Context: an optimization exercise on an open-source flow, tuned for small area, a short achievable clock period and few clock cycles per item. The choices shown serve that exercise and are no tape-out recipe.
Where RTL was checked, it was by simulation tests only, not by an equivalence proof against the original.
The RTL of run 1 was laid out without a check of its function.
Power figures rest on the tool's default switching activity, not on a simulated workload.

<file path="flow/config.mk">
export PLATFORM = sky130hd
export DESIGN_NAME = blur_mask_top
export DESIGN_NICKNAME = blur_mask_top
export VERILOG_FILES = /design/flow/design.v
export SDC_FILE = /design/flow/constraint.sdc
export NUM_CORES = 4
export LEC_CHECK = 0
export CAP_MARGIN = 20
export CORE_MARGIN = 2
export CORE_UTILIZATION = 65
export CTS_CLUSTER_DIAMETER = 100
export CTS_CLUSTER_SIZE = 30
export SETUP_SLACK_MARGIN = 3.7
export SLEW_MARGIN = 20
</file>
<file path="flow/constraint.sdc">
create_clock -name core_clock -period 6.0 [get_ports {clock}]
set_input_delay 1.2000 -clock core_clock [delete_from_list [all_inputs] [get_ports {clock}]]
set_output_delay 1.2000 -clock core_clock [all_outputs]
set_load 0.01 [all_outputs]
</file>
<file path="flow/design.v">
`timescale 1ns/1ns
`default_nettype none
module frame_memory (
  input  logic                                 clock,
  input  logic [16-1:0]               wr_col_n,
  input  logic [8-1:0]               wr_row_n,
  input  logic [6-1:0]               wr_data,
  input  logic [16-1:0]               rd_sel,
  output logic [8*6-1:0]   rd_column
);
  localparam int COL_W = 8 * 6;
  logic [16*COL_W-1:0] storage;
  for (genvar a = 0; a < 16 * 8; a++) begin : g_word
    always_ff @(posedge clock) begin
      if (!wr_col_n[a / 8] && !wr_row_n[a % 8]) begin
        storage[a*6 +: 6] <= wr_data;
      end
    end
  end
  always_comb begin
    rd_column = '0;
    for (int c = 0; c < 16; c++) begin
      rd_column = rd_column | (storage[c*COL_W +: COL_W] & {COL_W{rd_sel[c]}});
    end
  end
endmodule
`default_nettype wire
`timescale 1ns/1ns
`default_nettype none
module pixel_loader (
  input  logic                     clock,
  input  logic                     pix_write,
  input  logic [4-1:0]     pix_col,
  input  logic [3-1:0]     pix_row,
  input  logic [3*8-1:0] pix_rgb,
  output logic [16-1:0]   wr_col_n,
  output logic [8-1:0]   wr_row_n,
  output logic [6-1:0]   wr_data
);
  logic [8-1:0] grey;
  assign grey = (pix_rgb[23:16] >> 2) + (pix_rgb[15:8] >> 1) + (pix_rgb[7:0] >> 2);
  always_ff @(posedge clock) begin
    for (int c = 0; c < 16; c++) wr_col_n[c] <= !(pix_write && pix_col == 4'(c));
    for (int r = 0; r < 8; r++) wr_row_n[r] <= !(pix_row == 3'(r));
    wr_data <= grey[8-1:2];
  end
endmodule
`default_nettype wire
`timescale 1ns/1ns
`default_nettype none
module column_fetch (
  input  logic                     clock,
  input  logic                     reset,
  input  logic                     start,
  input  logic                     wr_col0,
  output logic                     busy,
  output logic [16-1:0]   rd_sel,
  output logic                     first_col,
  output logic                     mask_valid,
  output logic [4-1:0]     mask_col,
  output logic                     done
);
  localparam int N = 16;
  logic [N+2:0] sel;
  logic first_d;
  logic last_d;
  logic held_last;
  logic due;
  logic due_d;
  logic held_due;
  assign due = busy && |sel[N:1];
  assign rd_sel    = sel[N-1:0];
  assign first_col = first_d;
  always_ff @(posedge clock) begin
    if (reset) begin
      first_d    <= 1'b1;
      last_d     <= 1'b0;
      held_last  <= 1'b0;
      due_d      <= 1'b0;
      held_due   <= 1'b0;
    end else begin
      due_d      <= due;
      held_due   <= due_d;
      first_d    <= sel[0];
      last_d     <= sel[N];
      held_last  <= last_d;
    end
  end
  logic step;
  assign step = busy || (start && !wr_col0);
  always_ff @(posedge clock) begin
    sel[0] <= reset || (busy ? sel[N+2] : !step);
    for (int i = 1; i <= N + 2; i++) sel[i] <= !reset && step && sel[i-1];
  end
  always_ff @(posedge clock) begin
    if (reset) begin
      busy       <= 1'b0;
      mask_valid <= 1'b0;
      done       <= 1'b0;
    end else if (!busy) begin
      mask_valid <= 1'b0;
      done       <= 1'b0;
      if (start) busy <= 1'b1;
    end else begin
      mask_valid <= held_due;
      done       <= held_due && held_last;
      if (held_due && held_last) busy <= 1'b0;
    end
  end
  logic showing;
  always_ff @(posedge clock) begin
    showing  <= !reset && held_due;
    mask_col <= showing ? mask_col + 1'b1 : '0;
  end
endmodule
`default_nettype wire
`timescale 1ns/1ns
`default_nettype none
module blur_mask_stage (
  input  logic                               clock,
  input  logic [8*6-1:0] column,
  input  logic                               first_col,
  output logic [8-1:0]             mask_bits
);
  localparam int SW = 6;
  localparam logic [5:0] SAT = 6'(32 + 1);
  logic [8*SW-1:0] column_q;
  logic [5:0] side      [8];
  logic [6:0] fold      [8];
  logic [5:0] part_low  [8];
  logic       part_big  [8];
  logic [SW-1:0] q [8+2];
  logic [5:0] side_next [8];
  logic [1:0] extra [8];
  logic [7:0] part [8];
  logic [6:0] total [8];
  always_comb begin
    q[0] = '0;
    q[8+1] = '0;
    for (int r = 0; r < 8; r++) q[r+1] = column_q[r*SW +: SW];
    for (int r = 0; r < 8; r++) begin
      side_next[r] = 6'(q[r] >> 2) + 6'(q[r+1] >> 1) + 6'(q[r+2] >> 2);
      extra[r]     = 2'(q[r][1]) + 2'(q[r+1][0]) + 2'(q[r+2][1]);
      part[r]      = 8'(fold[r]) + 8'({side[r], 1'b0});
      total[r]     = 7'(part_low[r]) + 7'(side[r]);
    end
  end
  always_ff @(posedge clock) begin
    column_q <= column;
    for (int r = 0; r < 8; r++) begin
      side[r]      <= side_next[r];
      fold[r]      <= 7'(first_col ? 6'd0 : side[r]) + 7'(extra[r]);
      part_low[r]  <= part[r][5:0];
      part_big[r]  <= |part[r][7:6];
      mask_bits[r] <= part_big[r] || (total[r] >= 7'(SAT));
    end
  end
endmodule
`default_nettype wire
`timescale 1ns/1ns
`default_nettype none
module blur_mask_top (
  input  logic                     clock,
  input  logic                     reset,
  input  logic                     pix_write,
  input  logic [4-1:0]     pix_col,
  input  logic [3-1:0]     pix_row,
  input  logic [3*8-1:0] pix_rgb,
  input  logic                     start,
  output logic                     busy,
  output logic                     mask_valid,
  output logic [4-1:0]     mask_col,
  output logic [8-1:0]   mask_bits,
  output logic                     done
);
  logic [16-1:0]              wr_col_n;
  logic [8-1:0]              wr_row_n;
  logic [6-1:0]              wr_data;
  logic [16-1:0]              rd_sel;
  logic                                first_col;
  logic [8*6-1:0]  column;
  pixel_loader loader_i (
    .clock     (clock),
    .pix_write (pix_write),
    .pix_col   (pix_col),
    .pix_row   (pix_row),
    .pix_rgb   (pix_rgb),
    .wr_col_n (wr_col_n),
    .wr_row_n (wr_row_n),
    .wr_data    (wr_data)
  );
  frame_memory memory_i (
    .clock     (clock),
    .wr_col_n (wr_col_n),
    .wr_row_n (wr_row_n),
    .wr_data   (wr_data),
    .rd_sel    (rd_sel),
    .rd_column (column)
  );
  column_fetch fetch_i (
    .clock      (clock),
    .reset      (reset),
    .start      (start),
    .wr_col0    (!wr_col_n[0]),
    .busy       (busy),
    .rd_sel     (rd_sel),
    .first_col  (first_col),
    .mask_valid (mask_valid),
    .mask_col   (mask_col),
    .done       (done)
  );
  blur_mask_stage stage_i (
    .clock     (clock),
    .column    (column),
    .first_col (first_col),
    .mask_bits (mask_bits)
  );
endmodule
`default_nettype wire
</file>
<file path="flow/run.sh">
#!/bin/bash
# synth_recipe.tcl (not shown) runs the flow's synth.tcl, then flattens the netlist and writes it again
# the make line also repeats each setting of config.mk as NAME=value (left out here)
make -C /OpenROAD-flow-scripts/flow DESIGN_CONFIG=/design/flow/config.mk WORK_HOME=/design/flow/orfs CLKGATE_MAP_FILE= SYNTH_SCRIPT=/design/flow/synth_recipe.tcl finish
</file>
==> results.py, run 1 <==
metrics = {
    "outcome": {
        "outcome": "timing/DRC/antenna clean",
    },
    "place": {
        "hpwlAfterDp_um": 55990,
        "pre_cts_ws_ns": 2.756,
        "port_buffers": 44,
        "gp_congestion": 0.8452,
        "place_area_um2": 41620,
    },
    "logic_synthesis": {
        "synth_area_leaders": "edfxtp_1, dfxtp_1, ha_1",
        "yosys.area.top_type": "edfxtp_1",
        "synth.distinct_cells": 52,
        "synthesis.area_um2": 40760,
        "synthArstFlopShare": 0,
        "synth_cells": 2629,
        "syn_nets": 2881,
        "ys_warn_count": 13,
        "ys_seq_elements": 1046,
        "synth-edff-count": 768,
        "synth_top_area_share": 0.5658,
        "avgSynthCellArea_um2": 15.50,
        "seq_area_frac_synth": 0.7024,
        "synthFlopType": "edfxtp_1",
    },
    "detailed_routing": {
        "drt-vias-per-instance": 6.408,
        "drcViolationCount": 0,
        "vias": 22360,
        "postRouteAntennaNets": 0,
        "drt-total-wl_um": 89020,
        "drtIter0Drc": 2235,
        "routedWlPerCell_um": 25.51,
        "firstDrtPassIters": 7,
    },
    "setup_path": {
        "crit_chain": "clkdlybuf4s50_1 -> fa_1 -> ha_4 -> and3_1 -> mux2i_1 -> nand3_1",
        "path_max_fanout": 5,
        "required_ns": 6.48,
        "start_kind": "input pin",
        "max_stage_delay_ns": 0.47,
        "worst-path-buf-inv": 1,
        "cp.arrival_ns": 2.79,
        "crit_family": "adder cells",
        "endpoint_kind": "register",
        "critPathKind": "in2reg",
        "slowest_stage": "clkdlybuf4s50_1",
    },
    "global_route": {
        "antenna_found_initial": 2,
        "first_global_vias": 21930,
        "track_usage": 0.2797,
        "grt_max_degree": 89,
        "grt_pass1_wl_um": 133200,
        "gr-total-overflow": 0,
    },
    "timing": {
        "fin_crit_sh": 0.3834,
        "fmax_ghz": 0.4347,
        "rsz0062_at_grt": "yes",
        "setup_ws_ns": 3.699,
        "slew_viol_final": 0,
        "period_needed_ns": 2.301,
        "setup_violations": 0,
        "fin_setup_tns_ns": 0,
        "hold_viol": 0,
        "slew_headroom": 0.3263,
        "worst_pin_slew_ns": 1.009,
        "skew_ns": 0.03305,
    },
    "floorplan": {
        "io_pins": 50,
        "rows": 91,
        "core_um2": 61830,
        "start_util": 0.6592,
        "dieArea_um2": 64720,
        "dieWidth_um": 254.4,
        "die_h_um": 254.4,
    },
    "cells_and_area": {
        "drive_above_1_share": 0.06978,
        "area_delta_synth_final_pct": 5.569,
        "n_fill_cell": 4128,
        "final_core_util": 0.6960,
        "seq_area_um2": 28690,
        "multiInputGateArea_um2": 10970,
        "finalInstanceArea_um2": 43030,
        "nets": 2870,
    },
    "pwr": {
        "ir_drop_mv": 0.4216,
        "power_mw": 15.63,
        "p_leak_nw": 14.83,
        "p_per_area_nw_per_um2": 363.2,
    },
    "cts": {
        "cts_tree": "done",
        "cts_htree_levels": 2,
        "path_clk_slew_ns": 0.10,
        "cts_buffers": 41,
        "clkLatencyLatePin_ns": 0.63,
        "holdBufCountCts": 0,
        "clock_path_buffers": 3,
        "root_buffer": "clkbuf_16",
        "cts_sinks": 1046,
    },
    "worst_hold_path": {
        "min_path_type": "reg2reg",
    },
    "run": {
        "drv_cap": 0,
    },
}
==> layout by cell type, fill, tap and decap left out, drive strengths merged, types with 28 or more instances in the layout <==
master,instances
dfxtp,278
edfxtp,768
nor2,227
a21oi,48
o21ai,29
fa,68
xnor2,58
a21o,28
clkbuf,74
nor2b,29
nand2,44
buf,55
inv,112
ha,149
a22o,192
a221oi,192
nand3,31
xor2,36
nand4,50
and2,29
==> path summary, 6_finish.rpt <==
check | start | endpoint | slack, ns | cells after the start
max | pix_rgb[14] | loader_i.wr_data[4] | 3.70 | 6
max reg2reg | fetch_i.sel[15] | stage_i.column_q[45] | 3.79 | 4
min reg2reg | stage_i.fold[1][0] | stage_i.part_low[1][0] | 0.34 | 0
min | stage_i.fold[1][0] | stage_i.part_low[1][0] | 0.34 | 0
==> area by class of cell <==
| type | count | share of cell area |
|---|---|---|
| well taps | 837 | 0.02434 |
| flip-flops and latches | 1046 | 0.6667 |
| diodes | 1 | 0.00005816 |
| multi-input cells | 1340 | 0.2549 |
| repair buffers | 80 | 0.01541 |
| inverters | 109 | 0.009509 |
| clock inverters | 5 | 0.001076 |
| clock buffers | 71 | 0.02794 |
==> per-layer routing <==
metal / GRT usage / vias up / wire (um)
met4: 0.06403 / 0 / 1964
met1: 0.4047 / 11230 / 36790
met5: 0 / - / 0
met3: 0.04001 / 132 / 7617
met2: 0.4569 / 987 / 42640
li1: - / 10010 / -
==> registers in the layout (all words and copies together) (netlist names) <==
| name | cells |
|---|---|
| loader_i.wr_data | 6 |
| fetch_i.held_last | 1 |
| fetch_i.mask_valid | 1 |
| stage_i.mask_bits | 8 |
| fetch_i.busy | 1 |
| loader_i.wr_col_n | 16 |
| stage_i.part_big | 8 |
| fetch_i.mask_col | 4 |
| fetch_i.held_due | 1 |
| fetch_i.done | 1 |
| fetch_i.due_d | 1 |
| fetch_i.first_d | 1 |
| stage_i.fold | 56 |
| stage_i.side | 48 |
| stage_i.part_low | 48 |
| fetch_i.sel | 19 |
| stage_i.column_q | 48 |
| loader_i.wr_row_n | 8 |
| fetch_i.last_d | 1 |
| memory_i.storage | 768 |
| fetch_i.showing | 1 |
==> Yosys cell counts, types with 22 or more instances <==
master and number:
fa_1 68, edfxtp_1 768, a221oi_1 191, ha_1 149
xor2_1 36, xnor2_1 58, a21o_1 28, a21oi_1 40
o21ai_0 26, clkbuf_1 55, nand3_1 31, nor3_1 24
nor2b_1 29, nand4_1 50, nand2b_1 22, dfxtp_1 278
nand2_1 44, and2_1 29, buf_6 44, a22o_1 192
nor2_1 226, inv_1 109
==> metrics by stage <==
stage,cells,hold WS (ns)
2_1_floorplan,2629,0.3096
3_5_place_dp,3399,0.3128
4_1_cts,3488,0.3379
5_1_grt,3488,0.3408
3_3_place_gp,3399,0.3146
6_report,3489,0.3356
==> cell families after synthesis <==
| group | share of synthesized area |
|---|---|
| DFF | 0.7024 |
| buffers and inverters | 0.03134 |
| muxes | 0.0002456 |
| adders and majority gates | 0.07914 |
| and+or+nand+nor | 0.05759 |
| xor gates and xnor gates | 0.02020 |
| AOI/OAI and AO/OA | 0.1091 |
==> power breakdown <==
part	internal, mW	leakage, nW	switching (mW)
Combinational	1.16	5.04	1.60
Clock	1.41	0.591	2.08
Sequential	8.78	9.20	0.616
Total	11.3	14.8	4.29
==> what timing repair did <==
action	in CTS	in global routing
resized for setup	110	29
endpoints found under the setup margin	43	23
pin swaps	15	9
buffers inserted	13	0
==> run 2, diff against run 1 <==
--- a/flow/design.v
+++ b/flow/design.v
@@ -35,15 +35,35 @@
   input  logic [3*8-1:0] pix_rgb,
   output logic [16-1:0]   wr_col_n,
   output logic [8-1:0]   wr_row_n,
-  output logic [6-1:0]   wr_data
-);
+  output logic [6-1:0]   wr_data,
+  output logic                     taken_col0,
+  output logic                     taken_col1,
+  output logic                     landing_col0
+);
+  logic                   taken;
+  logic [4-1:0]   taken_col;
+  logic [3-1:0]   taken_row;
+  logic [5:0]             red;
+  logic [6:0]             green;
+  logic [5:0]             blue;
   logic [8-1:0] grey;
-  assign grey = (pix_rgb[23:16] >> 2) + (pix_rgb[15:8] >> 1) + (pix_rgb[7:0] >> 2);
-  always_ff @(posedge clock) begin
-    for (int c = 0; c < 16; c++) wr_col_n[c] <= !(pix_write && pix_col == 4'(c));
-    for (int r = 0; r < 8; r++) wr_row_n[r] <= !(pix_row == 3'(r));
+  always_ff @(posedge clock) begin
+    taken     <= pix_write;
+    taken_col <= pix_col;
+    taken_row <= pix_row;
+    red       <= pix_rgb[23:18];
+    green     <= pix_rgb[15:9];
+    blue      <= pix_rgb[7:2];
+  end
+  assign grey = 8'(red) + 8'(green) + 8'(blue);
+  always_ff @(posedge clock) begin
+    for (int c = 0; c < 16; c++) wr_col_n[c] <= !(taken && taken_col == 4'(c));
+    for (int r = 0; r < 8; r++) wr_row_n[r] <= !(taken_row == 3'(r));
     wr_data <= grey[8-1:2];
   end
+  assign taken_col0   = taken && taken_col == 4'(0);
+  assign taken_col1   = taken && taken_col == 4'(1);
+  assign landing_col0 = !wr_col_n[0];
 endmodule
 `default_nettype wire
 `timescale 1ns/1ns
@@ -52,7 +72,9 @@
   input  logic                     clock,
   input  logic                     reset,
   input  logic                     start,
-  input  logic                     wr_col0,
+  input  logic                     taken_col0,
+  input  logic                     taken_col1,
+  input  logic                     landing_col0,
   output logic                     busy,
   output logic [16-1:0]   rd_sel,
   output logic                     first_col,
@@ -87,9 +109,13 @@
     end
   end
   logic step;
-  assign step = busy || (start && !wr_col0);
-  always_ff @(posedge clock) begin
-    sel[0] <= reset || (busy ? sel[N+2] : !step);
+  logic hold;
+  assign step = (busy && !hold) || (start && !taken_col0 && !taken_col1 && !landing_col0);
+  always_ff @(posedge clock) begin
+    hold <= !reset && !busy && start && taken_col0;
+  end
+  always_ff @(posedge clock) begin
+    sel[0] <= reset || (step ? sel[N+2] : sel[0]);
     for (int i = 1; i <= N + 2; i++) sel[i] <= !reset && step && sel[i-1];
   end
   always_ff @(posedge clock) begin
@@ -127,13 +153,12 @@
   logic [8*SW-1:0] column_q;
   logic [5:0] side      [8];
   logic [6:0] fold      [8];
-  logic [5:0] part_low  [8];
-  logic       part_big  [8];
+  logic [5:0] need      [8];
+  logic       passed    [8];
   logic [SW-1:0] q [8+2];
   logic [5:0] side_next [8];
   logic [1:0] extra [8];
-  logic [7:0] part [8];
-  logic [6:0] total [8];
+  logic [8:0] short [8];
   always_comb begin
     q[0] = '0;
     q[8+1] = '0;
@@ -141,8 +166,7 @@
     for (int r = 0; r < 8; r++) begin
       side_next[r] = 6'(q[r] >> 2) + 6'(q[r+1] >> 1) + 6'(q[r+2] >> 2);
       extra[r]     = 2'(q[r][1]) + 2'(q[r+1][0]) + 2'(q[r+2][1]);
-      part[r]      = 8'(fold[r]) + 8'({side[r], 1'b0});
-      total[r]     = 7'(part_low[r]) + 7'(side[r]);
+      short[r]     = 9'(SAT + 2) + {2'b11, ~fold[r]} + {2'b11, ~side[r], 1'b1};
     end
   end
   always_ff @(posedge clock) begin
@@ -150,9 +174,9 @@
     for (int r = 0; r < 8; r++) begin
       side[r]      <= side_next[r];
       fold[r]      <= 7'(first_col ? 6'd0 : side[r]) + 7'(extra[r]);
-      part_low[r]  <= part[r][5:0];
-      part_big[r]  <= |part[r][7:6];
-      mask_bits[r] <= part_big[r] || (total[r] >= 7'(SAT));
+      need[r]      <= short[r][5:0];
+      passed[r]    <= short[r][8];
+      mask_bits[r] <= passed[r] || (side[r] >= need[r]);
     end
   end
 endmodule
@@ -176,6 +200,9 @@
   logic [16-1:0]              wr_col_n;
   logic [8-1:0]              wr_row_n;
   logic [6-1:0]              wr_data;
+  logic                                taken_col0;
+  logic                                taken_col1;
+  logic                                landing_col0;
   logic [16-1:0]              rd_sel;
   logic                                first_col;
   logic [8*6-1:0]  column;
@@ -187,7 +214,10 @@
     .pix_rgb   (pix_rgb),
     .wr_col_n (wr_col_n),
     .wr_row_n (wr_row_n),
-    .wr_data    (wr_data)
+    .wr_data    (wr_data),
+    .taken_col0   (taken_col0),
+    .taken_col1   (taken_col1),
+    .landing_col0 (landing_col0)
   );
   frame_memory memory_i (
     .clock     (clock),
@@ -201,7 +231,9 @@
     .clock      (clock),
     .reset      (reset),
     .start      (start),
-    .wr_col0    (!wr_col_n[0]),
+    .taken_col0   (taken_col0),
+    .taken_col1   (taken_col1),
+    .landing_col0 (landing_col0),
     .busy       (busy),
     .rd_sel     (rd_sel),
     .first_col  (first_col),
==> run 2 against run 1 <==
Still clean. Flip-flop and latch count increased by 28. Global-route usage increased by 0.45 points. Routed wire length increased by 2.0%. Worst hold slack improved by 0.032 ns. Setup slack got worse by 0.0013 ns. Utilization decreased by 0.13 points. First-iteration DRC count increased by 11%. Maximum frequency about the same. Cell count increased by 1.3%. Critical path type is now reg2out. Critical endpoint is now busy. Largest cell class unchanged.
==> results.py, run 2 <==
metrics = {
    "cells_and_area": {
        "nets": 2939,
        "layout_commonest_cell": "edfxtp_1",
        "drive_above_1_share": 0.05801,
        "seq_area_um2": 29250,
        "top_regs": "memory_i.storage (768), stage_i.fold (56)",
        "layout_common_cells": "edfxtp_1, dfxtp_1, inv_1",
        "largest_register_ff_count": 768,
        "antenna_cells": 0,
        "n_fill_cell": 4278,
        "final_cell_count_no_fill": 3535,
        "multiInputGateArea_um2": 10360,
        "largest_register": "memory_i.storage",
        "area_delta_synth_final_pct": 6.246,
    },
    "global_route": {
        "gr-total-overflow": 0,
        "antenna_found_initial": 0,
        "grt_pass1_wl_um": 134100,
        "grt_max_degree": 99,
        "first_global_vias": 21860,
        "track_usage": 0.2842,
    },
    "logic_synthesis": {
        "synth_common_cells": "edfxtp_1, dfxtp_1, inv_1, a221oi_1, a22o_1",
        "synthFlopType": "edfxtp_1",
        "seq_area_frac_synth": 0.7129,
        "ys_seq_elements": 1074,
        "synth.distinct_cells": 47,
        "ys_warn_count": 12,
        "yosysMostFrequentCell": "edfxtp_1",
        "synth_top_area_share": 0.5633,
        "syn_nets": 2956,
        "synthesis.area_um2": 40940,
        "synthArstFlopShare": 0,
        "yosys.area.top_type": "edfxtp_1",
        "avgSynthCellArea_um2": 15.32,
        "synth_area_leaders": "edfxtp_1, dfxtp_1, ha_1",
        "synth-edff-count": 768,
        "synth_cells": 2672,
    },
    "pwr": {
        "p_switching_mw": 4.268,
        "seqPwrFrac": 0.604,
        "switching_share": 0.2684,
        "clock_power_share": 0.225,
        "power_frac_comb": 0.171,
        "internal_power_mw": 11.63,
        "ir_drop_mv": 0.3222,
        "p_leak_nw": 15.34,
        "p_per_area_nw_per_um2": 365.5,
        "power_mw": 15.90,
    },
    "detailed_routing": {
        "drcViolationCount": 0,
        "drtIter0Drc": 2470,
        "postRouteAntennaNets": 0,
        "drt-total-wl_um": 90840,
        "vias": 22250,
        "routedWlPerCell_um": 25.70,
        "drt-vias-per-instance": 6.293,
        "firstDrtPassIters": 6,
    },
    "floorplan": {
        "dieWidth_um": 255.0,
        "dieArea_um2": 65010,
        "core_um2": 62620,
        "die_h_um": 255.0,
        "rows": 92,
        "start_util": 0.6539,
        "io_pins": 50,
    },
    "setup_path": {
        "timing.rr.start": "fetch_i.sel[0]",
        "max_stage_delay_ns": 0.36,
        "slowest_stage": "dfxtp_4",
        "worst-path-buf-inv": 1,
        "endpoint_kind": "primary output",
        "start_kind": "register",
        "cp.arrival_ns": 1.10,
        "crit_family": "flip-flops",
        "critPathKind": "reg2out",
        "cp-startpoint": "fetch_i.busy",
        "path_max_fanout": 2,
        "required_ns": 4.80,
        "crit_chain": "buf_6",
    },
    "place": {
        "hpwlAfterDp_um": 55890,
        "gp_congestion": 0.8319,
        "pre_cts_ws_ns": 3.225,
        "dpl.cell_count": 3447,
        "port_buffers": 44,
    },
    "timing": {
        "setup_ws_ns": 3.698,
        "hold_viol": 0,
        "fmax_ghz": 0.4344,
        "fin_setup_tns_ns": 0,
        "skew_ns": 0.03612,
        "slew_headroom": 0.2626,
        "fin_crit_sh": 0.3836,
        "worst_pin_slew_ns": 1.106,
        "holdWs_ns": 0.3672,
        "rsz0062_at_grt": "yes",
        "slew_viol_final": 0,
        "setup_violations": 0,
        "period_needed_ns": 2.302,
    },
    "worst_hold_path": {
        "hp-start": "stage_i.fold[7][0]",
        "min_path_type": "reg2reg",
    },
    "cts": {
        "root_buffer": "clkbuf_16",
        "path_clk_slew_ns": 0.11,
        "holdBufCountCts": 0,
        "cts_htree_levels": 2,
        "cts_buffers": 42,
        "clock_path_buffers": 3,
        "cts_sinks": 1074,
        "cts_tree": "done",
        "clkLatencyLatePin_ns": 0.64,
    },
    "outcome": {
        "outcome": "timing/DRC/antenna clean",
    },
    "run": {
        "drv_cap": 0,
    },
}
## run 2: cell count changes after synthesis, moves of 19 or more
cell	before	now
and2_1	29	10
buf_6	44	2
clkbuf_1	55	121
dfxtp_1	278	306
ha_1	149	189
inv_1	109	240
nor2_1	226	174
xor2_1	36	10
## run 2: final timing paths
check	slack, ns	cells past startpoint	to
worst min register to register	0.37	1	stage_i.need[7][0]
worst max register to register	3.78	4	stage_i.column_q[12]
worst max-delay path	3.70	1	busy
worst min-delay path	0.37	1	stage_i.need[7][0]
## run 2: power by group through the flow
stage / Clock [mW] / Combinational, mW / Sequential (mW)
after global routing: 3.87 / 3.16 / 9.68
after detailed placement: 0 / 2.75 / 9.78
after CTS: 3.62 / 2.76 / 9.60
after floorplan: 0 / 1.85 / 9.70
final: 3.58 / 2.72 / 9.60
after global placement: 0 / 2.60 / 9.75
## run 2: final cells by class
type                    count  share of cell area
clock buffers              73             0.02755
clock inverters             5            0.001611
inverters                 240             0.02071
multi-input cells        1220              0.2382
flip-flops and latches   1074              0.6724
well taps                 846             0.02433
repair buffers             77             0.01524
## run 2: logic make-up (layout without fill, tap and decap cells)
family	count (synthesis)	count (layout)	synth area share
simple gates	395	395	0.04804
compound gates	508	508	0.1024
flops	1074	1074	0.7129
xor+xnor	68	68	0.01455
buf+inv	378	395	0.03505
fa+ha+maj	249	249	0.08709
## run 2: per-layer routing
metal  vias up  wire length (um)  global-route usage
li1       9943                 -                   -
met1     11150             36270              0.3967
met2      1011             42520              0.4538
met3       147              9866             0.07292
met4         0              2182             0.06800
met5         -                 0                   0
## run 2: stage by stage
stage	cell area, um2	util
3_3_place_gp	42130	0.6727
4_1_cts	43420	0.6933
2_1_floorplan	40960	-
6_report	43500	0.6947
5_1_grt	43500	0.6947
3_5_place_dp	42130	0.6727
## run 2: timing repair
item,CTS,global route
pin swaps,0,2
gates resized for setup,71,21
endpoints found under the setup margin,46,21
setup buffers,9,1
Testbench counts of run 2, summed over its fixed seeds: cycles 7,056, frames 48.
==> run 3, diff against run 2 <==
--- a/flow/config.mk
+++ b/flow/config.mk
@@ -7,7 +7,7 @@
 export LEC_CHECK = 0
 export CAP_MARGIN = 20
 export CORE_MARGIN = 2
-export CORE_UTILIZATION = 65
+export CORE_UTILIZATION = 70
 export CTS_CLUSTER_DIAMETER = 100
 export CTS_CLUSTER_SIZE = 30
 export SETUP_SLACK_MARGIN = 3.7
==> run 3 against run 2 <==
Routed wire length is 2.4% lower. Critical path type unchanged. Design area is 0.24% lower. Critical endpoint unchanged. Global-route usage is 1.6 points higher. Highest routed layer unchanged.
==> results.py, run 3 <==
metrics = {
    "outcome": {
        "outcome": "timing/DRC/antenna clean",
    },
    "place": {
        "gp_congestion": 0.8278,
        "place_area_um2": 42020,
        "hpwlAfterDp_um": 54930,
        "port_buffers": 44,
    },
    "logic_synthesis": {
        "yosysMostFrequentCell": "edfxtp_1",
        "syn_nets": 2956,
        "ys_warn_count": 12,
        "synth_cells": 2672,
        "synthesis.area_um2": 40940,
        "seq_area_frac_synth": 0.7129,
        "synthArstFlopShare": 0,
        "synth_top_area_share": 0.5633,
        "synthFlopType": "edfxtp_1",
        "yosys.area.top_type": "edfxtp_1",
        "synth_area_leaders": "edfxtp_1, dfxtp_1, ha_1",
        "avgSynthCellArea_um2": 15.32,
        "ys_seq_elements": 1074,
        "synth.distinct_cells": 47,
        "synth_common_cells": "edfxtp_1, dfxtp_1, inv_1, a221oi_1, a22o_1",
        "synth-edff-count": 768,
    },
    "cts": {
        "root_buffer": "clkbuf_16",
        "clkLatencyLatePin_ns": 0.64,
        "holdBufCountCts": 0,
        "cts_tree": "done",
        "cts_sinks": 1074,
        "path_clk_slew_ns": 0.11,
        "cts_buffers": 41,
        "cts_htree_levels": 2,
        "clock_path_buffers": 3,
    },
    "timing": {
        "fmax_ghz": 0.4338,
        "holdWs_ns": 0.3575,
        "hold_viol": 0,
        "setup_violations": 0,
        "slew_headroom": 0.2623,
        "worst_pin_slew_ns": 1.107,
        "slew_viol_final": 0,
        "period_needed_ns": 2.305,
        "skew_ns": 0.02633,
        "fin_setup_tns_ns": 0,
        "fin_crit_sh": 0.3842,
        "rsz0062_at_grt": "yes",
    },
    "global_route": {
        "first_global_vias": 22500,
        "gr-total-overflow": 0,
        "antenna_found_initial": 0,
        "grt_max_degree": 112,
        "track_usage": 0.3005,
        "grt_pass1_wl_um": 133900,
    },
    "worst_hold_path": {
        "holdPathStages": 1,
        "min_path_type": "reg2reg",
    },
    "setup_path": {
        "endpoint_kind": "primary output",
        "crit_cells": 1,
        "max_stage_delay_ns": 0.36,
        "crit_chain": "buf_6",
        "critPathKind": "reg2out",
        "required_ns": 4.80,
        "path_max_fanout": 2,
        "reg2reg_depth": 6,
        "start_kind": "register",
        "slowest_stage": "dfxtp_4",
        "cp.arrival_ns": 1.11,
        "crit_family": "flip-flops",
        "worst-path-buf-inv": 1,
    },
    "floorplan": {
        "core_um2": 57810,
        "io_pins": 50,
        "start_util": 0.7083,
        "die_h_um": 245.9,
        "dieWidth_um": 245.9,
        "rows": 88,
        "dieArea_um2": 60440,
    },
    "detailed_routing": {
        "drcViolationCount": 0,
        "drtIter0Drc": 2385,
        "routedWlPerCell_um": 25.69,
        "drt-total-wl_um": 88690,
        "vias": 22380,
        "firstDrtPassIters": 6,
        "postRouteAntennaNets": 0,
        "drt-vias-per-instance": 6.483,
    },
    "pwr": {
        "p_per_area_nw_per_um2": 365.4,
        "p_leak_nw": 15.34,
        "ir_drop_mv": 0.3478,
    },
    "cells_and_area": {
        "layout_common_cells": "edfxtp_1, dfxtp_1, inv_1",
        "finalInstanceArea_um2": 43400,
        "largest_register": "memory_i.storage",
        "drive_above_1_share": 0.05769,
        "n_fill_cell": 3521,
        "layout_commonest_cell": "edfxtp_1",
        "nets": 2939,
        "top_regs": "memory_i.storage (768), stage_i.fold (56)",
        "antenna_cells": 0,
        "area_delta_synth_final_pct": 5.993,
        "largest_register_ff_count": 768,
    },
    "run": {
        "drv_cap": 0,
    },
}
run 3: cell count changes in the layout (fill, tap and decap cells not counted), moves of 2 or more:
cell / previous run / this run
buf_6: 6 / 11
buf_2: 9 / 5
dfxtp_1: 273 / 270
dfxtp_2: 25 / 28
clkinv_8: 2 / 0
ha_1: 186 / 188
ha_2: 2 / 0
run 3: area by class of cell:
| type | instances | area, um2 | share of cell area |
|---|---|---|---|
| clock inverters | 2 | 38.79 | 0.0008938 |
| clock buffers | 73 | 1189 | 0.02739 |
| repair buffers | 78 | 699.4 | 0.01612 |
| flip-flops and latches | 1074 | 29250 | 0.6741 |
| multi-input cells | 1220 | 10360 | 0.2387 |
| well taps | 765 | 957.2 | 0.02206 |
| inverters | 240 | 900.9 | 0.02076 |
run 3: kinds of logic after synthesis:
kind of cell               Yosys count  share of synthesized area
AOI/OAI and AO/OA                  508                     0.1024
xor gates and xnor gates            68                    0.01455
adders and majority gates          249                    0.08709
buffers and inverters              378                    0.03505
DFF                               1074                     0.7129
and+or+nand+nor                    395                    0.04804
run 3: repair_timing:
action,in CTS,in global routing
buffers inserted,7,4
pin swaps,0,2
gates resized for setup,78,20
endpoints found under the setup margin,45,25
run 3: worst paths after layout:
check / endpoint / slack (ns) / from
min reg2reg: stage_i.need[0][0] / 0.36 / stage_i.fold[0][0]
max: busy / 3.69 / fetch_i.busy
min: stage_i.need[0][0] / 0.36 / stage_i.fold[0][0]
max reg2reg: loader_i.wr_data[4] / 3.77 / loader_i.blue[2]
run 3: routing by layer:
layer,vias up,wire (um),track usage
li1,9954,-,-
met1,11110,34350,0.4176
met2,1135,41640,0.4782
met3,186,9811,0.07257
met4,0,2894,0.08966
met5,-,0,0
run 3: power by group:
part	leakage [nW]	total, mW	internal, mW	switching (mW)
clock	0.584	3.52	1.42	2.10
sequential	9.44	9.52	9.03	0.485
combinational	5.31	2.82	1.20	1.62
total	15.3	15.9	11.6	4.21
run 3: per-stage QoR:
stage,total power [mW],util,std cells,setup slack (ns)
6_report,15.86,0.7508,3452,3.695
5_1_grt,16.67,0.7508,3452,3.655
4_1_cts,15.91,0.7489,3448,3.654
3_5_place_dp,12.51,0.7270,3366,3.323
3_3_place_gp,12.32,0.7270,3366,3.311
2_1_floorplan,11.54,-,2672,3.731
==> run 4, diff against run 3 <==
--- a/flow/config.mk
+++ b/flow/config.mk
@@ -7,8 +7,8 @@
 export LEC_CHECK = 0
 export CAP_MARGIN = 20
 export CORE_MARGIN = 2
-export CORE_UTILIZATION = 70
+export CORE_UTILIZATION = 65
 export CTS_CLUSTER_DIAMETER = 100
 export CTS_CLUSTER_SIZE = 30
-export SETUP_SLACK_MARGIN = 3.7
+export SETUP_SLACK_MARGIN = 3.8
 export SLEW_MARGIN = 20
==> run 4 against run 3 <==
Worst hold slack better by 0.010 ns. Synthesized area stayed put. Non-clock buffer count is 1 lower. Setup slack better by 0.011 ns. First-iteration DRC count is 3.5% lower. Combinational power hardly changed. Clock skew is 0.010 ns higher. Power is 0.39% lower. Die area is 7.6% higher. Sequential share of layout area is 0.094 points lower. Critical path depth stayed put. Maximum frequency is 0.46% higher. Critical endpoint unchanged. Largest cell class unchanged. Largest power group unchanged.
==> results.py, run 4 <==
metrics = {
    "cells_and_area": {
        "area_delta_synth_final_pct": 6.145,
        "layout_common_cells": "edfxtp_1, dfxtp_1, inv_1",
        "drive_above_1_share": 0.06108,
        "top_regs": "memory_i.storage (768), stage_i.fold (56)",
        "largest_register_ff_count": 768,
        "nets": 2938,
        "finalInstanceArea_um2": 43460,
        "layout_commonest_cell": "edfxtp_1",
        "largest_register": "memory_i.storage",
        "antenna_cells": 0,
    },
    "cts": {
        "clock_path_buffers": 3,
        "clkLatencyLatePin_ns": 0.64,
        "cts_sinks": 1074,
        "cts_htree_levels": 2,
        "holdBufCountCts": 0,
        "path_clk_slew_ns": 0.11,
        "cts_tree": "done",
        "root_buffer": "clkbuf_16",
        "cts_buffers": 41,
    },
    "place": {
        "port_buffers": 44,
        "hpwlAfterDp_um": 55590,
        "gp_congestion": 0.8190,
        "place_area_um2": 42140,
    },
    "timing": {
        "period_needed_ns": 2.295,
        "setup_violations": 0,
        "slew_headroom": 0.2438,
        "rsz0062_at_grt": "yes",
        "worst_pin_slew_ns": 1.134,
        "fin_setup_tns_ns": 0,
        "hold_viol": 0,
        "fmax_ghz": 0.4358,
        "skew_ns": 0.03645,
        "fin_crit_sh": 0.3824,
        "slew_viol_final": 0,
    },
    "logic_synthesis": {
        "synth-edff-count": 768,
        "avgSynthCellArea_um2": 15.32,
        "yosys.area.top_type": "edfxtp_1",
        "synthArstFlopShare": 0,
        "syn_nets": 2956,
        "synthesis.area_um2": 40940,
        "seq_area_frac_synth": 0.7129,
        "yosysMostFrequentCell": "edfxtp_1",
        "synth_common_cells": "edfxtp_1, dfxtp_1, inv_1, a221oi_1, a22o_1",
        "synth.distinct_cells": 47,
        "synth_top_area_share": 0.5633,
        "synthFlopType": "edfxtp_1",
        "synth_area_leaders": "edfxtp_1, dfxtp_1, ha_1",
        "ys_seq_elements": 1074,
        "ys_warn_count": 12,
        "synth_cells": 2672,
    },
    "setup_path": {
        "critPathKind": "reg2out",
        "slowest_stage": "dfxtp_4",
        "crit_chain": "buf_6",
        "reg2reg_depth": 6,
        "crit_cells": 1,
        "path_max_fanout": 2,
        "worst-path-buf-inv": 1,
        "endpoint_kind": "primary output",
        "start_kind": "register",
        "rr_endpoint": "loader_i.wr_data[4]",
        "timing.rr.start": "loader_i.red[2]",
        "required_ns": 4.80,
        "crit_family": "flip-flops",
        "reg2reg_slack_ns": 3.83,
        "max_stage_delay_ns": 0.36,
        "cp.arrival_ns": 1.09,
    },
    "pwr": {
        "p_per_area_nw_per_um2": 363.5,
        "p_leak_nw": 15.29,
        "ir_drop_mv": 0.3365,
    },
    "global_route": {
        "gr-total-overflow": 0,
        "antenna_found_initial": 2,
        "grt_max_degree": 103,
        "first_global_vias": 21590,
        "track_usage": 0.2804,
        "grt_pass1_wl_um": 133700,
    },
    "detailed_routing": {
        "drtIter0Drc": 2301,
        "vias": 22170,
        "drt-total-wl_um": 89470,
        "firstDrtPassIters": 5,
        "routedWlPerCell_um": 25.34,
        "drt-vias-per-instance": 6.278,
        "postRouteAntennaNets": 0,
        "drcViolationCount": 0,
    },
    "worst_hold_path": {
        "hp-start": "stage_i.fold[3][0]",
        "holdPathStages": 1,
        "min_path_type": "reg2reg",
        "min_to": "stage_i.need[3][0]",
    },
    "floorplan": {
        "die_h_um": 255.0,
        "dieArea_um2": 65010,
        "core_um2": 62620,
        "io_pins": 50,
        "rows": 92,
        "start_util": 0.6539,
        "dieWidth_um": 255.0,
    },
    "run": {
        "drv_cap": 0,
    },
    "outcome": {
        "outcome": "timing/DRC/antenna clean",
    },
}
run 4: cell counts after synthesis:
No cell type changed its count.
run 4: worst register-to-register path: stages (launching register included):
cell	delay [ns]
dfxtp_1	0.33
fa_1	0.55
ha_1	0.23
and3_1	0.18
a221o_1	0.32
or4_1	0.40
nand4_1	0.09
run 4: worst max path at each step:
stage | startpoint | endpoint | slack, ns
after global placement | fetch_i.first_d | stage_i.fold[4][4] | 3.31
after floorplan | fetch_i.first_d | stage_i.fold[4][4] | 3.75
after CTS | fetch_i.busy | busy | 3.68
final | fetch_i.busy | busy | 3.71
after detailed placement | fetch_i.first_d | stage_i.fold[4][4] | 3.28
after global routing | fetch_i.busy | busy | 3.67
run 4: cell type report:
| class | instances | area (um2) |
|---|---|---|
| Timing Repair Buffer | 77 | 675.6 |
| Multi-Input combinational cell | 1220 | 10390 |
| Sequential cell | 1074 | 29250 |
| Inverter | 240 | 900.9 |
| Clock inverter | 4 | 50.05 |
| Fill cell | 4251 | 19160 |
| Tap cell | 846 | 1059 |
| Clock buffer | 70 | 1135 |
run 4: timing repair:
item / 4_1_cts / 5_1_grt
resized for setup: 79 / 22
buffers inserted: 9 / 1
endpoints found under the setup margin: 47 / 27
hold endpoints to repair: 0 / 0
pin swaps: 1 / 1
run 4: logic make-up after synthesis:
family | after synthesis | synth area share
AOI/OAI and AO/OA | 508 | 0.1024
xor gates and xnor gates | 68 | 0.01455
adders and majority gates | 249 | 0.08709
buffers and inverters | 378 | 0.03505
DFF | 1074 | 0.7129
and+or+nand+nor | 395 | 0.04804
run 4: per-stage QoR:
stage,util,hold WS (ns),worst slack (ns),instances,power [mW]
after floorplan,-,0.3379,3.749,2672,11.54
after global placement,0.6729,0.3399,3.306,3447,12.37
after detailed placement,0.6729,0.3414,3.280,3447,12.54
after CTS,0.6929,0.3685,3.682,3530,15.89
after global routing,0.6940,0.3770,3.670,3531,16.64
final,0.6940,0.3679,3.705,3531,15.80
run 4: report_power, final:
part | internal, mW | total [mW] | switching [mW]
clock network | 1.33 | 3.46 | 2.13
logic | 1.19 | 2.80 | 1.61
registers | 9.04 | 9.53 | 0.498
total | 11.6 | 15.8 | 4.24
run 4: routing by layer:
layer / track usage / share of wire / wire, um / vias to the layer above
li1: - / - / - / 9953
met1: 0.4044 / 0.42 / 37570 / 11130
met2: 0.4464 / 0.47 / 41880 / 950
met3: 0.05156 / 0.086 / 7729 / 135
met4: 0.07385 / 0.025 / 2261 / 4
met5: 0 / 0.00029 / 26 / -
==> run 5, diff against run 4 <==
--- a/flow/config.mk
+++ b/flow/config.mk
@@ -10,5 +10,6 @@
 export CORE_UTILIZATION = 65
 export CTS_CLUSTER_DIAMETER = 100
 export CTS_CLUSTER_SIZE = 30
+export PLACE_DENSITY = 0.8
 export SETUP_SLACK_MARGIN = 3.8
 export SLEW_MARGIN = 20
==> run 5 against run 4 <==
Via count grew 2.5%. Combinational power rose by 1%. Design area rose by 0.30%. Non-clock buffer count rose by 9. Die area unchanged. Clock skew is 0.012 ns lower. Maximum frequency increased by 0.58%. Largest power group unchanged. Highest routed layer unchanged.
==> results.py, run 5 <==
metrics = {
    "logic_synthesis": {
        "synth_top_area_share": 0.5633,
        "synthFlopType": "edfxtp_1",
        "synth_cells": 2672,
        "synthesis.area_um2": 40940,
        "ys_seq_elements": 1074,
        "synth-edff-count": 768,
        "synth_common_cells": "edfxtp_1, dfxtp_1, inv_1, a221oi_1, a22o_1",
        "synth.distinct_cells": 47,
        "synth_area_leaders": "edfxtp_1, dfxtp_1, ha_1",
        "syn_nets": 2956,
        "synthArstFlopShare": 0,
        "yosysMostFrequentCell": "edfxtp_1",
        "avgSynthCellArea_um2": 15.32,
        "ys_warn_count": 12,
        "seq_area_frac_synth": 0.7129,
        "yosys.area.top_type": "edfxtp_1",
    },
    "timing": {
        "slew_headroom": 0.2463,
        "period_needed_ns": 2.281,
        "rsz0062_at_grt": "yes",
        "fin_crit_sh": 0.3802,
        "fin_setup_tns_ns": 0,
        "fmax_ghz": 0.4383,
        "slew_viol_final": 0,
        "skew_ns": 0.02430,
        "worst_pin_slew_ns": 1.131,
        "setup_violations": 0,
        "hold_viol": 0,
    },
    "cts": {
        "cts_sinks": 1074,
        "clock_path_buffers": 3,
        "cts_tree": "done",
        "clkLatencyLatePin_ns": 0.62,
        "path_clk_slew_ns": 0.10,
        "holdBufCountCts": 0,
        "cts_buffers": 41,
        "cts_htree_levels": 2,
        "root_buffer": "clkbuf_16",
    },
    "setup_path": {
        "crit_family": "flip-flops",
        "cp-startpoint": "fetch_i.busy",
        "worst-path-buf-inv": 1,
        "max_stage_delay_ns": 0.36,
        "required_ns": 4.80,
        "reg2reg_slack_ns": 3.79,
        "crit_cells": 1,
        "path_max_fanout": 2,
        "critPathKind": "reg2out",
        "reg2reg_depth": 6,
        "cp.arrival_ns": 1.08,
        "timing.rr.start": "loader_i.red[3]",
        "endpoint_kind": "primary output",
        "slowest_stage": "dfxtp_4",
        "start_kind": "register",
        "rr_endpoint": "loader_i.wr_data[4]",
        "crit_chain": "buf_6",
        "endpoint": "busy",
    },
    "global_route": {
        "antenna_found_initial": 3,
        "first_global_vias": 22570,
        "grt_pass1_wl_um": 134700,
        "gr-total-overflow": 0,
        "track_usage": 0.2803,
        "grt_max_degree": 113,
    },
    "floorplan": {
        "dieArea_um2": 65010,
        "core_um2": 62620,
        "rows": 92,
        "io_pins": 50,
        "start_util": 0.6539,
        "die_h_um": 255.0,
        "dieWidth_um": 255.0,
    },
    "pwr": {
        "p_per_area_nw_per_um2": 363.3,
        "ir_drop_mv": 0.2839,
        "p_leak_nw": 15.36,
    },
    "detailed_routing": {
        "drt-total-wl_um": 89470,
        "drt-vias-per-instance": 6.420,
        "firstDrtPassIters": 6,
        "routedWlPerCell_um": 25.27,
        "drtIter0Drc": 2749,
        "drcViolationCount": 0,
        "vias": 22730,
        "postRouteAntennaNets": 0,
    },
    "cells_and_area": {
        "layout_common_cells": "edfxtp_1, dfxtp_1, inv_1",
        "final_core_util": 0.6961,
        "top_regs": "memory_i.storage (768), stage_i.fold (56)",
        "largest_register": "memory_i.storage",
        "multiInputGateArea_um2": 10400,
        "antenna_cells": 0,
        "layout_commonest_cell": "edfxtp_1",
        "seq_area_um2": 29260,
        "nets": 2947,
        "drive_above_1_share": 0.06644,
        "area_delta_synth_final_pct": 6.463,
        "n_fill_cell": 3961,
        "largest_register_ff_count": 768,
    },
    "worst_hold_path": {
        "min_path_type": "reg2reg",
    },
    "outcome": {
        "outcome": "timing/DRC/antenna clean",
    },
    "place": {
        "hpwlAfterDp_um": 55000,
        "port_buffers": 44,
        "gp_congestion": 0.8435,
    },
    "run": {
        "drv_cap": 0,
    },
}
[run 5: report_power, final]
| group | switching (mW) | total [mW] | internal, mW |
|---|---|---|---|
| Sequential | 0.506 | 9.54 | 9.03 |
| Clock | 2.08 | 3.46 | 1.38 |
| Combinational | 1.63 | 2.84 | 1.21 |
| Total | 4.22 | 15.8 | 11.6 |
[run 5: how the worst min path moves through the flow]
stage / from / endpoint / slack [ns] / cells after the start
after floorplan: stage_i.fold[0][0] / stage_i.need[0][0] / 0.34 / 1
after global placement: stage_i.fold[3][0] / stage_i.need[3][0] / 0.34 / 1
after detailed placement: stage_i.fold[7][0] / stage_i.need[7][0] / 0.34 / 1
after CTS: stage_i.fold[3][0] / stage_i.need[3][0] / 0.37 / 1
after global routing: stage_i.fold[5][0] / stage_i.need[5][0] / 0.38 / 1
final: stage_i.fold[1][0] / stage_i.need[1][0] / 0.37 / 1
[run 5: metrics by stage]
| step | std cells | cell area (um2) | power [mW] | setup slack [ns] | hold slack (ns) |
|---|---|---|---|---|---|
| 2_1_floorplan | 2672 | 40980 | 11.54 | 3.749 | 0.3379 |
| 3_3_place_gp | 3447 | 42140 | 12.30 | 3.240 | 0.3400 |
| 3_5_place_dp | 3447 | 42140 | 12.52 | 3.165 | 0.3436 |
| 4_1_cts | 3531 | 43460 | 15.86 | 3.698 | 0.3708 |
| 5_1_grt | 3540 | 43590 | 16.62 | 3.681 | 0.3799 |
| 6_report | 3540 | 43590 | 15.84 | 3.719 | 0.3675 |
[run 5: what timing repair did]
item | in CTS | in global routing
endpoints found under the hold margin | 0 | 0
resized for setup | 91 | 18
pin swaps | 1 | 9
endpoints found under the setup margin | 51 | 30
buffers inserted | 10 | 8
gates cloned | 0 | 1
[run 5: logic make-up after synthesis]
kind of cell | after synthesis | share of synthesized area
DFF | 1074 | 0.7129
AOI/OAI and AO/OA | 508 | 0.1024
and+or+nand+nor | 395 | 0.04804
buffers and inverters | 378 | 0.03505
adders and majority gates | 249 | 0.08709
xor gates and xnor gates | 68 | 0.01455
[run 5: layout make-up]
| cell class | count | area share |
|---|---|---|
| clock buffers | 71 | 0.02635 |
| flip-flops and latches | 1074 | 0.6712 |
| repair buffers | 86 | 0.01785 |
| multi-input cells | 1220 | 0.2386 |
| inverters | 240 | 0.02067 |
| clock inverters | 3 | 0.001091 |
| well taps | 846 | 0.02428 |
[run 5: layer usage]
layer	vias to the layer above	share of wire	track usage
li1	9958	-	-
met1	11200	0.37	0.3812
met2	1364	0.48	0.4558
met3	205	0.11	0.05787
met4	2	0.035	0.09691
met5	-	0.00015	0
==> run 6, diff against run 5 <==
==> flow/config.mk (replaced) <==
export PLATFORM = sky130hd
export DESIGN_NAME = blur_mask_top
export DESIGN_NICKNAME = blur_mask_top
export VERILOG_FILES = /design/flow/design.v
export SDC_FILE = /design/flow/constraint.sdc
export NUM_CORES = 4
export LEC_CHECK = 0
export CAP_MARGIN = 5
export CORE_MARGIN = 2
export CORE_UTILIZATION = 65
export CTS_CLUSTER_DIAMETER = 100
export CTS_CLUSTER_SIZE = 30
export SETUP_SLACK_MARGIN = 3.8
export SLEW_MARGIN = 5
==> run 6 against run 5 <==
Still clean. Combinational power shrank 1%. Clock-buffer cell count shrank 1. Global-route usage is essentially flat. Maximum frequency shrank 0.57%. Largest cell class unchanged. Largest power group unchanged.
==> results.py, run 6 <==
metrics = {
    "outcome": {
        "outcome": "timing/DRC/antenna clean",
    },
    "cells_and_area": {
        "largest_register_ff_count": 768,
        "layout_commonest_cell": "edfxtp_1",
        "drive_above_1_share": 0.06108,
        "nets": 2938,
        "n_fill_cell": 4251,
        "antenna_cells": 0,
        "area_delta_synth_final_pct": 6.145,
        "layout_common_cells": "edfxtp_1, dfxtp_1, inv_1",
        "largest_register": "memory_i.storage",
        "top_regs": "memory_i.storage (768), stage_i.fold (56)",
    },
    "setup_path": {
        "crit_chain": "buf_6",
        "max_stage_delay_ns": 0.36,
        "path_max_fanout": 2,
        "endpoint_kind": "primary output",
        "cp.arrival_ns": 1.09,
        "required_ns": 4.80,
        "slowest_stage": "dfxtp_4",
        "reg2reg_slack_ns": 3.83,
        "start_kind": "register",
        "crit_family": "flip-flops",
        "worst-path-buf-inv": 1,
        "critPathKind": "reg2out",
    },
    "place": {
        "gp_congestion": 0.8190,
        "hpwlAfterDp_um": 55590,
        "port_buffers": 44,
    },
    "floorplan": {
        "rows": 92,
        "dieWidth_um": 255.0,
        "die_h_um": 255.0,
        "core_um2": 62620,
        "dieArea_um2": 65010,
        "start_util": 0.6539,
        "io_pins": 50,
    },
    "logic_synthesis": {
        "muxShareOfSynthArea": 0,
        "synth-xor-area-share": 0.01455,
        "synthFlopType": "edfxtp_1",
        "synth_top_area_share": 0.5633,
        "synthArstFlopShare": 0,
        "synthesis.area_um2": 40940,
        "yosys.area_share.simple": 0.04804,
        "ys_warn_count": 12,
        "synth_top_family_by_area": "compound AO/OA/AOI/OAI gates",
        "syn_nets": 2956,
        "synth-edff-count": 768,
        "yosys.area.top_type": "edfxtp_1",
        "synth_area_leaders": "edfxtp_1, dfxtp_1, ha_1",
        "yosysMostFrequentCell": "edfxtp_1",
        "synth.distinct_cells": 47,
        "synth_common_cells": "edfxtp_1, dfxtp_1, inv_1, a221oi_1, a22o_1",
        "synth_cells": 2672,
        "ys_seq_elements": 1074,
        "seq_area_frac_synth": 0.7129,
        "synth_compound_area_frac": 0.1024,
        "synth_adder_area_share": 0.08709,
        "avgSynthCellArea_um2": 15.32,
    },
    "timing": {
        "slew_viol_final": 0,
        "fin_crit_sh": 0.3824,
        "hold_viol": 0,
        "fmax_ghz": 0.4358,
        "period_needed_ns": 2.295,
        "setup_violations": 0,
        "worst_pin_slew_ns": 1.134,
        "fin_setup_tns_ns": 0,
        "rsz0062_at_grt": "yes",
        "skew_ns": 0.03645,
        "slew_headroom": 0.2438,
    },
    "detailed_routing": {
        "vias": 22170,
        "drt-total-wl_um": 89470,
        "postRouteAntennaNets": 0,
        "routedWlPerCell_um": 25.34,
        "drtIter0Drc": 2301,
        "drt-vias-per-instance": 6.278,
        "firstDrtPassIters": 5,
        "drcViolationCount": 0,
    },
    "cts": {
        "cts_htree_levels": 2,
        "cts_tree": "done",
        "clock_path_buffers": 3,
        "cts_sinks": 1074,
        "root_buffer": "clkbuf_16",
        "cts_buffers": 41,
        "clkLatencyLatePin_ns": 0.64,
        "path_clk_slew_ns": 0.11,
        "holdBufCountCts": 0,
    },
    "run": {
        "drv_cap": 0,
    },
    "global_route": {
        "antenna_found_initial": 2,
        "grt_max_degree": 103,
        "grt_pass1_wl_um": 133700,
        "first_global_vias": 21590,
        "gr-total-overflow": 0,
        "track_usage": 0.2804,
    },
    "pwr": {
        "p_leak_nw": 15.29,
        "power_mw": 15.80,
        "p_per_area_nw_per_um2": 363.5,
        "ir_drop_mv": 0.3365,
    },
    "worst_hold_path": {
        "min_path_type": "reg2reg",
    },
}
[run 6: cell types whose count changed in the layout (fill, tap and decap cells not counted), sizes merged]
| cell | previous run | this run |
|---|---|---|
| buf | 56 | 48 |
| bufinv | 1 | 0 |
| clkbuf | 72 | 70 |
| clkinv | 0 | 3 |
| inv | 242 | 241 |
[run 6: final cells by class]
class / count / area [um2] / share of cell area
tap: 846 / 1059 / 0.02436
clock buffer: 70 / 1135 / 0.02611
sequential: 1074 / 29250 / 0.6731
inverter: 240 / 900.9 / 0.02073
timing repair buffer: 77 / 675.6 / 0.01555
multi-input combinational: 1220 / 10390 / 0.2390
clock inverter: 4 / 50.05 / 0.001152
[run 6: power by group]
group,internal (mW),leakage (nW),switching [mW]
combinational,1.19,5.29,1.61
clock,1.33,0.562,2.13
sequential,9.04,9.44,0.498
total,11.6,15.3,4.24
[run 6: routing by layer]
layer  share of wire  global-route usage
met5         0.00029                   0
met4           0.025             0.07385
met3           0.086             0.05156
met2            0.47              0.4464
met1            0.42              0.4044
[run 6: path summary, 6_finish.rpt]
kind,from,to,depth (start not counted)
hold reg to reg,stage_i.fold[3][0],stage_i.need[3][0],1
setup / recovery,fetch_i.busy,busy,1
hold / removal,stage_i.fold[3][0],stage_i.need[3][0],1
setup reg to reg,loader_i.red[2],loader_i.wr_data[4],6
[run 6: stage by stage]
| step | utilization | instances | hold WS, ns | setup slack (ns) | cell area (um2) |
|---|---|---|---|---|---|
| after floorplan | - | 2672 | 0.3379 | 3.749 | 40980 |
| after global placement | 0.6729 | 3447 | 0.3399 | 3.306 | 42140 |
| after detailed placement | 0.6729 | 3447 | 0.3414 | 3.280 | 42140 |
| after CTS | 0.6929 | 3530 | 0.3685 | 3.682 | 43390 |
| after global routing | 0.6940 | 3531 | 0.3770 | 3.670 | 43460 |
| final | 0.6940 | 3531 | 0.3679 | 3.705 | 43460 |
[run 6: kinds of logic (layout without fill, tap and decap cells)]
group | count (synthesis) | after routing
buffers and inverters | 378 | 391
adders and majority gates | 249 | 249
xor gates and xnor gates | 68 | 68
and+or+nand+nor | 395 | 395
DFF | 1074 | 1074
AOI/OAI and AO/OA | 508 | 508
[run 6: what timing repair did]
action | CTS | global route
buffers inserted | 9 | 1
hold endpoints to repair | 0 | 0
pin swaps | 1 | 1
resized for setup | 79 | 22
cloned | 0 | 0
endpoints found under the setup margin | 47 | 27
==> run 7, diff against run 6 <==
--- a/flow/design.v
+++ b/flow/design.v
@@ -43,19 +43,21 @@
   logic                   taken;
   logic [4-1:0]   taken_col;
   logic [3-1:0]   taken_row;
-  logic [5:0]             red;
-  logic [6:0]             green;
-  logic [5:0]             blue;
+  logic [6:0]             red_t, green_t, blue_t;
+  logic [6:0]             sum_bits;
+  logic [5:0]             carry_bits;
   logic [8-1:0] grey;
+  assign red_t   = 7'(pix_rgb[23:18]);
+  assign green_t = pix_rgb[15:9];
+  assign blue_t  = 7'(pix_rgb[7:2]);
   always_ff @(posedge clock) begin
     taken     <= pix_write;
     taken_col <= pix_col;
     taken_row <= pix_row;
-    red       <= pix_rgb[23:18];
-    green     <= pix_rgb[15:9];
-    blue      <= pix_rgb[7:2];
-  end
-  assign grey = 8'(red) + 8'(green) + 8'(blue);
+    sum_bits   <= red_t ^ green_t ^ blue_t;
+    carry_bits <= 6'((red_t & green_t) | (red_t & blue_t) | (green_t & blue_t));
+  end
+  assign grey = 8'(sum_bits) + {1'b0, carry_bits, 1'b0};
   always_ff @(posedge clock) begin
     for (int c = 0; c < 16; c++) wr_col_n[c] <= !(taken && taken_col == 4'(c));
     for (int r = 0; r < 8; r++) wr_row_n[r] <= !(taken_row == 3'(r));
==> flow/config.mk (replaced) <==
export PLATFORM = sky130hd
export DESIGN_NAME = blur_mask_top
export DESIGN_NICKNAME = blur_mask_top
export VERILOG_FILES = /design/flow/design.v
export SDC_FILE = /design/flow/constraint.sdc
export NUM_CORES = 4
export LEC_CHECK = 0
export CAP_MARGIN = 20
export CORE_MARGIN = 2
export CORE_UTILIZATION = 65
export CTS_CLUSTER_DIAMETER = 150
export CTS_CLUSTER_SIZE = 30
export PLACE_DENSITY = 0.8
export SETUP_SLACK_MARGIN = 3.8
export SLEW_MARGIN = 20
==> run 7 against run 6 <==
Highest routed layer is now met4. Cell count is 0.11% higher. Clock power is essentially flat. Utilization increased by 0.58 points. Critical endpoint unchanged. Register-to-register slack worse by 0.03 ns. Still clean on timing, DRC and antenna. Sequential share of layout area is 0.14 points lower. Global-route usage shrank 0.22 points. Synthesized area decreased by 0.34%.
==> results.py, run 7 <==
metrics = {
    "outcome": {
        "outcome": "timing/DRC/antenna clean",
    },
    "detailed_routing": {
        "drcViolationCount": 0,
        "routedWlPerCell_um": 25.13,
        "drt-total-wl_um": 88840,
        "firstDrtPassIters": 6,
        "postRouteAntennaNets": 0,
        "drt-vias-per-instance": 6.444,
        "vias": 22780,
        "drtIter0Drc": 2820,
    },
    "cts": {
        "cts_sinks": 1067,
        "path_clk_slew_ns": 0.11,
        "cts_htree_levels": 2,
        "clock_path_buffers": 3,
        "root_buffer": "clkbuf_16",
        "clkLatencyLatePin_ns": 0.62,
        "cts_buffers": 41,
        "cts_tree": "done",
    },
    "pwr": {
        "clock_power_share": 0.220,
        "p_switching_mw": 4.163,
        "p_per_area_nw_per_um2": 359.7,
        "power_mw": 15.59,
        "seqPwrFrac": 0.611,
        "p_leak_nw": 15.30,
        "power_frac_comb": 0.169,
        "switching_share": 0.2670,
        "ir_drop_mv": 0.3319,
        "internal_power_mw": 11.43,
    },
    "setup_path": {
        "required_ns": 4.80,
        "slowest_stage": "dfxtp_4",
        "start_kind": "register",
        "critPathKind": "reg2out",
        "max_stage_delay_ns": 0.36,
        "crit_cells": 1,
        "crit_chain": "buf_6",
        "worst-path-buf-inv": 1,
        "cp.arrival_ns": 1.09,
        "reg2reg_depth": 4,
        "endpoint_kind": "primary output",
        "crit_family": "flip-flops",
        "path_max_fanout": 2,
    },
    "worst_hold_path": {
        "min_path_type": "reg2reg",
        "holdPathStages": 1,
    },
    "timing": {
        "worst_pin_slew_ns": 1.083,
        "skew_ns": 0.02384,
        "slew_viol_final": 0,
        "fmax_ghz": 0.4376,
        "setup_ws_ns": 3.715,
        "rsz0062_at_grt": "yes",
        "fin_setup_tns_ns": 0,
        "fin_crit_sh": 0.3808,
        "hold_viol": 0,
        "slew_headroom": 0.2782,
        "period_needed_ns": 2.285,
        "setup_violations": 0,
    },
    "cells_and_area": {
        "top_regs": "memory_i.storage (768), stage_i.fold (56)",
        "drive_above_1_share": 0.06338,
        "seq_area_um2": 29120,
        "layout_common_cells": "edfxtp_1, dfxtp_1, inv_1",
        "multiInputGateArea_um2": 10380,
        "n_fill_cell": 3917,
        "nets": 2951,
        "largest_register": "memory_i.storage",
        "layout_commonest_cell": "edfxtp_1",
        "area_delta_synth_final_pct": 6.228,
        "antenna_cells": 0,
        "largest_register_ff_count": 768,
    },
    "floorplan": {
        "start_util": 0.6588,
        "die_h_um": 254.6,
        "core_um2": 61940,
        "dieArea_um2": 64800,
        "dieWidth_um": 254.6,
        "io_pins": 50,
        "rows": 91,
    },
    "global_route": {
        "gr-total-overflow": 0,
        "antenna_found_initial": 1,
        "grt_pass1_wl_um": 133500,
        "first_global_vias": 22870,
        "grt_max_degree": 103,
        "track_usage": 0.2782,
    },
    "logic_synthesis": {
        "synthFlopType": "edfxtp_1",
        "ys_seq_elements": 1067,
        "synth.distinct_cells": 48,
        "synth_top_area_share": 0.5652,
        "yosysMostFrequentCell": "edfxtp_1",
        "syn_nets": 2967,
        "synth_cells": 2684,
        "synth-edff-count": 768,
        "seq_area_frac_synth": 0.7119,
        "yosys.area.top_type": "edfxtp_1",
        "synthesis.area_um2": 40800,
        "avgSynthCellArea_um2": 15.20,
        "ys_warn_count": 12,
        "synthArstFlopShare": 0,
        "synth_area_leaders": "edfxtp_1, dfxtp_1, ha_1",
        "synth_common_cells": "edfxtp_1, dfxtp_1, inv_1, a221oi_1, a22o_1",
    },
    "place": {
        "gp_congestion": 0.8547,
        "pre_cts_ws_ns": 3.209,
        "hpwlAfterDp_um": 55490,
        "port_buffers": 44,
    },
    "run": {
        "drv_cap": 0,
    },
}
-- run 7: cell types whose count changed after synthesis, sizes merged, moves of 9 or more --
cell,change
nor2b,+9
nand2,+21
o21a,-17
o21ai,+17
-- run 7: cell families after synthesis --
logic type      count (synthesis)  share of synthesized area
mux                             1                  0.0002453
xor+xnor                       69                    0.01481
flops                        1067                     0.7119
buf+inv                       377                    0.03508
simple gates                  416                    0.04998
fa+ha+maj                     249                    0.08733
compound gates                505                     0.1007
-- run 7: power groups by stage --
stage               sequential (mW)  combinational, mW  clock (mW)
finish                         9.52               2.64        3.43
global placement               9.65               2.45           0
detailed placement             9.69               2.65           0
floorplan                      9.59               1.77           0
CTS                            9.51               2.66        3.47
global route                   9.60               3.07        3.70
-- run 7: final cells by class --
type / count / area share
sequential: 1067 / 0.6718
multi-input combinational: 1240 / 0.2395
clock buffer: 71 / 0.02676
tap: 837 / 0.02416
inverter: 239 / 0.02070
timing repair buffer: 79 / 0.01634
clock inverter: 2 / 0.0007505
-- run 7: final timing paths --
check                startpoint             endpoint  slack (ns)
max                fetch_i.busy                 busy        3.71
min reg2reg  stage_i.fold[1][0]   stage_i.need[1][0]        0.37
min          stage_i.fold[1][0]   stage_i.need[1][0]        0.37
max reg2reg      fetch_i.sel[4]  stage_i.column_q[1]        3.80
-- run 7: metal layers --
layer,vias to the layer above,GRT usage,wire [um]
li1,9970,-,-
met1,11210,0.3709,32330
met2,1370,0.4594,42630
met3,224,0.05797,10590
met4,0,0.09908,3285
met5,-,0,0
-- run 7: through the flow --
step / instances / hold WS [ns] / utilization / area (um2)
after floorplan: 2684 / 0.3379 / - / 40850
after global placement: 3450 / 0.3405 / 0.6780 / 41990
after detailed placement: 3450 / 0.3435 / 0.6780 / 41990
after CTS: 3532 / 0.3638 / 0.6983 / 43250
after global routing: 3535 / 0.3815 / 0.6998 / 43350
final: 3535 / 0.3663 / 0.6998 / 43350
-- run 7: what timing repair did --
item | in CTS | in global routing
pin swaps | 0 | 3
setup buffers | 9 | 3
endpoints found under the setup margin | 49 | 26
hold buffers | 0 | 0
resized for setup | 80 | 26
Testbench counts of run 7, summed over its fixed seeds: cycles 7,056, frames 48.

-- afterwards: timing with drivers on the ports --
No port has a modelled driver above. Below, the same layouts with a new extraction and two added sets of constraints.
Step 1: set_driving_cell puts a clkbuf_16 on clock and a buf_2 on each other input, an assumption about the parent block.
Step 2 adds t to the input delays and takes it off the output delays; t is the mean of the earliest and latest rising clock arrival at the registers after step 1. Input paths then give back, and output paths get back, about the clock's delay inside the block.
Three values: ideal ports, drivers, drivers and shift; two values: the first two.
| run | shift t [ns] | setup slack, ns | hold WS [ns] | worst setup path after step 2 | worst register clock-pin slew, ns |
|---|---|---|---|---|---|
| run 1 | 0.674 | 3.699 / 3.648 / 3.060 | 0.336 / 0.336 / 0.336 | input to register | 0.12 / 0.12 |
| run 2 | 0.688 | 3.698 / 3.633 / 3.469 | 0.367 / 0.367 / 0.367 | input to register | 0.11 / 0.11 |
| run 3 | 0.680 | 3.695 / 3.635 / 3.440 | 0.357 / 0.357 / 0.357 | input to register | 0.12 / 0.12 |
| run 4 | 0.687 | 3.705 / 3.642 / 3.464 | 0.368 / 0.368 / 0.368 | input to register | 0.12 / 0.12 |
| run 5 | 0.663 | 3.719 / 3.659 / 3.469 | 0.368 / 0.368 / 0.368 | input to register | 0.12 / 0.12 |
| run 6 | 0.687 | 3.705 / 3.642 / 3.464 | 0.368 / 0.368 / 0.368 | input to register | 0.12 / 0.12 |
| run 7 | 0.677 | 3.715 / 3.651 / 3.434 | 0.366 / 0.366 / 0.366 | input to register | 0.12 / 0.12 |
After both steps setup and hold are still met in every run listed. For run 1, which loses most, drivers alone change the setup slack by -0.051 ns; drivers and shift together by -0.639 ns.
